This design comes from an exercise in tuning for small area on the open sky130 flow, not from production work.
The RTL was checked by simulation tests, not by an equivalence proof against the original design.
The clock port is modelled as an ideal driver; clocking choices that lean on that would not hold on a real chip.
Power is estimated from default activity; no workload was simulated.

Setup of lane 1:
==> flow/design.v (excerpt) <==
module secure_xfer_engine (
    input  logic        clk,
    input  logic        rst,
    input  logic        wr_valid,
    input  logic [15:0] wr_key,
    input  logic [9:0]  wr_addr,
    input  logic [31:0] wr_data,
    output logic        wr_ready,
    output logic        mem_valid,
    output logic [31:0] mem_data,
    input  logic        mem_ready,
    input  logic        rd_valid,
    input  logic [15:0] rd_key,
    input  logic [9:0]  rd_addr,
    input  logic [31:0] rd_data,
    output logic        rd_ready,
    output logic        reg_valid,
    output logic [31:0] reg_data,
    input  logic        reg_ready,
    output logic        locked,
    output logic [1:0]  key_err,
    output logic [15:0] acc_cnt,
    output logic [15:0] rej_cnt
);
    logic [3:0] lk_cnt;
    logic wr_fire, rd_fire, wr_kok, rd_kok;
    logic wr_good, wr_bad, rd_good, rd_bad;
    logic wr_big, rd_big;
    logic [31:0] wr_xf, wr_st, rd_q, rd_xf, rd_st;
    logic wr_fl, wr_nz, rd_fl, rd_nz;
    assign wr_ready = !locked && (!mem_valid || mem_ready);
    assign rd_ready = !locked && (!reg_valid || reg_ready);
    assign wr_kok  = (wr_key == 16'h0032);
    assign rd_kok  = (rd_key == 16'h0032);
    assign wr_fire = wr_valid && wr_ready;
    assign rd_fire = rd_valid && rd_ready;
    assign wr_good = wr_fire && wr_kok;
    assign wr_bad  = wr_fire && !wr_kok;
    assign rd_good = rd_fire && rd_kok;
    assign rd_bad  = rd_fire && !rd_kok;
    assign wr_big = (wr_addr > 10'd128);
    assign rd_big = (rd_addr > 10'd128);
    logic n1, was2, wac3, was4, wac5, was6, wac7, was8, wac9, was10, wac11, was12;
    logic wac13, was14, wac15, was16, wac17, was18, wac19, was20, wac21, was22, wac23, was24;
    logic wac25, was26, wac27, was28, wac29, was30, wac31, was32, wac33, was34, wac35, was36;
    logic wac37, was38, wac39, was40, wac41, was42, wac43, was44, wac45, was46, wac47, was48;
    logic wac49, was50, wac51, was52, wac53, was54, wac55, was56, wac57, was58, wac59, was60;
  ...
Size in the first run: ~230 I/O pins, about 17000 um2 of cells after synthesis.
Settings: LEC_CHECK=0, ABC_AREA=1, CAP_MARGIN=20, CORE_MARGIN=2, CORE_UTILIZATION=75, PLACE_DENSITY=0.85, SLEW_MARGIN=20; clock period 30.0 ns.
standard.sh (not shown) runs the stock make flow with config.mk's settings and CLKGATE_MAP_FILE= SYNTH_SCRIPT=/design/flow/synth_recipe.tcl, a recipe that flattens the netlist after the stock synthesis.
==> flow/flow/run.sh <==
#!/bin/bash
# Layout flow: the standard layout (standard.sh) with these changes:
#  - Yosys synth runs without its early "abc -fast" (SYNTH_ARGS=-noabc), so
#    the full-adder extraction sees the adder logic as written;
#  - after synthesis, the logic other than full adders, flip-flops and
#    tie cells is mapped again with an area-oriented ABC script
#    (haprep.py marks the half adders to keep, reopt.tcl maps, fixconst.py
#    handles constant pins); registers keep their cells and names;
#  - the port buffers use the smallest buffer cell;
#  - CTS adds no dummy loads, and its buffers are then downsized where the
#    clock-pin slew allows (cts_downsize.tcl).
set -euo pipefail
export SYNTH_ARGS="-noabc"
export BUFFER_PORTS_ARGS="-buffer_cell sky130_fd_sc_hd__buf_1"
export CTS_ARGS="-sink_clustering_enable -repair_clock_nets -dont_use_dummy_load"
export POST_CTS_TCL=$PWD/flow/cts_downsize.tcl

bash standard.sh synth > standard_synth.log 2>&1

RES=orfs/results/$FLOW_PLATFORM/secure_xfer_engine/base
PLAT=$FLOW_HOME/platforms/$FLOW_PLATFORM
YOSYS=${YOSYS_EXE:-$FLOW_HOME/../tools/install/yosys/bin/yosys}
cp $RES/1_2_yosys.v $RES/1_2_yosys.standard.v
export REOPT_LIB=$PLAT/lib/sky130_fd_sc_hd__tt_025C_1v80.lib
python3 flow/haprep.py $RES/1_2_yosys.standard.v $RES/1_2_yosys.haprep.v > haprep.log 2>&1
export REOPT_IN=$RES/1_2_yosys.haprep.v
export REOPT_OUT=$RES/1_2_yosys.reopt.v
export REOPT_TOP=$FLOW_TOP
export REOPT_ABC="+strash;&get,-n;&deepsyn,-T,30;&put;dch,-f;amap;mfs3,-a;mfs3,-a;topo;dnsize"
export REOPT_DONT_USE=$(awk '/DONT_USE_CELLS \+=/{f=1} f{for(i=1;i<=NF;i++) if($i ~ /^sky130/) printf "-dont_use %s ", $i} f&&!/\\$/{f=0}' $PLAT/config.mk)
"$YOSYS" -c flow/reopt.tcl > reopt.log 2>&1
python3 flow/fixconst.py $REOPT_OUT $RES/1_2_yosys.v > fixconst.log 2>&1
rm -f $RES/1_synth.odb $RES/1_synth.sdc

bash standard.sh finish > standard_finish.log 2>&1
==> flow/flow/cts_downsize.tcl <==
proc my_worst_ck_slew {} {
  set w 0
  foreach p [get_pins -hierarchical */CLK] {
    set s [get_property $p slew_max]
    if {$s > $w} { set w $s }
  }
  return $w
}
estimate_parasitics -placement
puts "cts_downsize: worst clock-pin slew before [my_worst_ck_slew]"
foreach c [get_cells clkbuf*] {
  set keep [get_property [get_lib_cells -of $c] name]
  if {![string match "*clkbuf_16" $keep]} { continue }
  foreach m {sky130_fd_sc_hd__clkbuf_8 sky130_fd_sc_hd__clkbuf_4} {
    replace_cell $c $m
    estimate_parasitics -placement
    if {[my_worst_ck_slew] > 0.105} {
      replace_cell $c $keep
      estimate_parasitics -placement
      break
    }
    set keep $m
  }
  puts "cts_downsize: [get_name $c] -> $keep"
}
puts "cts_downsize: worst clock-pin slew after [my_worst_ck_slew]"
detailed_placement
check_placement -verbose
==> flow/flow/reopt.tcl <==
# Re-map the combinational logic of the standard synthesis netlist with an
# area-oriented ABC script. Full adders, flip-flops, tie cells and the half
# adders haprep.py marked (as ha_2) are kept as they are (same instances,
# same names); every other cell is expanded to its liberty function and
# mapped again.
yosys read_liberty -ignore_miss_func $::env(REOPT_LIB)
yosys read_verilog $::env(REOPT_IN)
yosys hierarchy -top $::env(REOPT_TOP)
yosys setattr -mod -set keep_hierarchy 1 sky130_fd_sc_hd__fa_* sky130_fd_sc_hd__ha_2 sky130_fd_sc_hd__df* sky130_fd_sc_hd__edf* sky130_fd_sc_hd__conb_1
yosys flatten
yosys opt_clean -purge
yosys abc -script $::env(REOPT_ABC) -liberty $::env(REOPT_LIB) {*}$::env(REOPT_DONT_USE) -D 30000 $::env(REOPT_TOP)
yosys opt_clean -purge
yosys select $::env(REOPT_TOP)
yosys rename -hide w:*.* w:*$*
yosys opt_clean -purge
yosys write_verilog -noattr -noexpr -selected $::env(REOPT_OUT)
Other scripts of this flow, unchanged in this note and not shown: flow/flow/fixconst.py, flow/flow/haprep.py
## Diff of input files: lane 2 against lane 1
diff --git a/flow/flow/run.sh b/flow/flow/run.sh
--- a/flow/flow/run.sh
+++ b/flow/flow/run.sh
@@ -8,11 +8,9 @@
 #    handles constant pins); registers keep their cells and names;
 #  - the port buffers use the smallest buffer cell;
-#  - CTS adds no dummy loads, and its buffers are then downsized where the
-#    clock-pin slew allows (cts_downsize.tcl).
+#  - CTS adds no dummy loads.
 set -euo pipefail
 export SYNTH_ARGS="-noabc"
 export BUFFER_PORTS_ARGS="-buffer_cell sky130_fd_sc_hd__buf_1"
 export CTS_ARGS="-sink_clustering_enable -repair_clock_nets -dont_use_dummy_load"
-export POST_CTS_TCL=$PWD/flow/cts_downsize.tcl
 
 bash standard.sh synth > standard_synth.log 2>&1
@@ -27,5 +25,5 @@
 export REOPT_OUT=$RES/1_2_yosys.reopt.v
 export REOPT_TOP=$FLOW_TOP
-export REOPT_ABC="+strash;&get,-n;&deepsyn,-T,30;&put;dch,-f;amap;mfs3,-a;mfs3,-a;topo;dnsize"
+export REOPT_ABC="+strash;&get,-n;&deepsyn,-T,30;&put;dch;amap;topo;dnsize"
 export REOPT_DONT_USE=$(awk '/DONT_USE_CELLS \+=/{f=1} f{for(i=1;i<=NF;i++) if($i ~ /^sky130/) printf "-dont_use %s ", $i} f&&!/\\$/{f=0}' $PLAT/config.mk)
 "$YOSYS" -c flow/reopt.tcl > reopt.log 2>&1
diff --git a/flow/config.mk b/flow/config.mk
--- a/flow/config.mk
+++ b/flow/config.mk
@@ -9,5 +9,5 @@
 export CAP_MARGIN = 20
 export CORE_MARGIN = 2
-export CORE_UTILIZATION = 75
-export PLACE_DENSITY = 0.85
+export CORE_UTILIZATION = 80
+export PLACE_DENSITY = 0.88
 export SLEW_MARGIN = 20
removed: flow/flow/cts_downsize.tcl
--- outcome ---
Compared with lane 1, total of fill cells in the finished design in lane 2 decreased by more than 10%. Relative to lane 1, post-layout worst setup margin has gone down in lane 2. Lane 2 against lane 1: maximum frequency from static timing analysis decreased by 4.7% relative to the old numbers; synthesized cell count up 17. In the metrics for lane 1 and lane 2, the one carrying the lower layout net count is lane 1. Lower actual transition at the worst max-transition pin among lane 1 and lane 2: lane 2. Total power in lane 2 is 0.026 mW above lane 1.
## Diff of input files: lane 3 against lane 2
diff --git a/flow/config.mk b/flow/config.mk
--- a/flow/config.mk
+++ b/flow/config.mk
@@ -7,7 +7,7 @@
 export LEC_CHECK = 0
 export ABC_AREA = 1
-export CAP_MARGIN = 20
+export CAP_MARGIN = 5
 export CORE_MARGIN = 2
-export CORE_UTILIZATION = 80
-export PLACE_DENSITY = 0.88
-export SLEW_MARGIN = 20
+export CORE_UTILIZATION = 75
+export PLACE_DENSITY = 0.85
+export SLEW_MARGIN = 5
Findings:
Lane 3 completed end to end with timing, DRC and antenna clean.
For placement-stage cell area, lane 2 and lane 3 come out practically identical.
Relative to lane 2, the die area of lane 3 is higher by about 6.5%.
Wire: lane 3 routes less than lane 2
What lane 4 does differently from lane 3 at the input level:
diff --git a/flow/flow/run.sh b/flow/flow/run.sh
--- a/flow/flow/run.sh
+++ b/flow/flow/run.sh
@@ -8,9 +8,11 @@
 #    handles constant pins); registers keep their cells and names;
 #  - the port buffers use the smallest buffer cell;
-#  - CTS adds no dummy loads.
+#  - CTS adds no dummy loads, and its buffers are then downsized where the
+#    clock-pin slew allows (cts_downsize.tcl).
 set -euo pipefail
 export SYNTH_ARGS="-noabc"
 export BUFFER_PORTS_ARGS="-buffer_cell sky130_fd_sc_hd__buf_1"
 export CTS_ARGS="-sink_clustering_enable -repair_clock_nets -dont_use_dummy_load"
+export POST_CTS_TCL=$PWD/flow/cts_downsize.tcl
 
 bash standard.sh synth > standard_synth.log 2>&1
@@ -25,5 +27,5 @@
 export REOPT_OUT=$RES/1_2_yosys.reopt.v
 export REOPT_TOP=$FLOW_TOP
-export REOPT_ABC="+strash;&get,-n;&deepsyn,-T,30;&put;dch;amap;topo;dnsize"
+export REOPT_ABC="+strash;&get,-n;&deepsyn,-T,30;&put;dch,-f;amap;mfs3,-a;topo;dnsize"
 export REOPT_DONT_USE=$(awk '/DONT_USE_CELLS \+=/{f=1} f{for(i=1;i<=NF;i++) if($i ~ /^sky130/) printf "-dont_use %s ", $i} f&&!/\\$/{f=0}' $PLAT/config.mk)
 "$YOSYS" -c flow/reopt.tcl > reopt.log 2>&1
==> flow/flow/cts_downsize.tcl (new file) <==
proc my_worst_ck_slew {} {
  set w 0
  foreach p [get_pins -hierarchical */CLK] {
    set s [get_property $p slew_max]
    if {$s > $w} { set w $s }
  }
  return $w
}
estimate_parasitics -placement
puts "cts_downsize: worst clock-pin slew before [my_worst_ck_slew]"
foreach c [get_cells clkbuf*] {
  set keep [get_property [get_lib_cells -of $c] name]
  if {![string match "*clkbuf_16" $keep]} { continue }
  foreach m {sky130_fd_sc_hd__clkbuf_8 sky130_fd_sc_hd__clkbuf_4 sky130_fd_sc_hd__clkbuf_2} {
    replace_cell $c $m
    estimate_parasitics -placement
    if {[my_worst_ck_slew] > 0.105} {
      replace_cell $c $keep
      estimate_parasitics -placement
      break
    }
    set keep $m
  }
  puts "cts_downsize: [get_name $c] -> $keep"
}
puts "cts_downsize: worst clock-pin slew after [my_worst_ck_slew]"
detailed_placement
check_placement -verbose
diff --git a/flow/config.mk b/flow/config.mk
--- a/flow/config.mk
+++ b/flow/config.mk
@@ -7,7 +7,7 @@
 export LEC_CHECK = 0
 export ABC_AREA = 1
-export CAP_MARGIN = 5
+export CAP_MARGIN = 0
 export CORE_MARGIN = 2
 export CORE_UTILIZATION = 75
 export PLACE_DENSITY = 0.85
-export SLEW_MARGIN = 5
+export SLEW_MARGIN = 0
Findings:
Die: lane 4 smaller than lane 3
In lane 4, area added between synthesis and finish is lower than in lane 3.
Lane 4 vs. lane 3: number of antenna diodes went up by 5.
met2 usage sits higher in lane 4 than in lane 3.
Multi-input gate area in the final layout essentially unchanged between lane 4 and lane 3.
Re total congestion overflow after global routing: no difference whatsoever between lane 3 and lane 4.
Summary of lane 4 over lane 3: fraction of standard cell area that is sequential level; via count now sits higher.
Lane 4 reports a higher wire length than lane 3 does.
Lane 4 against lane 3: number of signal-net buffers in the layout increased 2, final cell count went down.

-- what the ideal ports hide --
No port has a modelled driver above. Below, the same layouts with a new extraction and two added sets of constraints.
Step 1 sets driving cells, clkbuf_16 on the clock port and buf_2 on the other inputs (assumed; they add their load-dependent delay and slew).
Step 2 times the ports against the registers' clock, not the clock port: input delays grow and output delays shrink by t, the midpoint of the rising clock arrivals with the driver on.
Slacks: ideal ports / drivers / drivers and shift; pairs: ideal ports / drivers.
| run | t, ns | slack for setup (ns) | hold WS [ns] | worst setup path at the end |
|---|---|---|---|---|
| lane 1 | 0.550 | 6.975 / 6.930 / 7.480 | 0.516 / 0.516 / 0.516 | register to output |
| lane 2 | 0.402 | 5.836 / 5.791 / 6.193 | 0.521 / 0.521 / 0.521 | register to output |
| lane 3 | 0.411 | 6.428 / 6.378 / 6.789 | 0.516 / 0.516 / 0.516 | register to output |
| lane 4 | 0.548 | 6.542 / 6.497 / 7.044 | 0.533 / 0.533 / 0.533 | register to output |
After both steps every run listed still meets setup and hold.
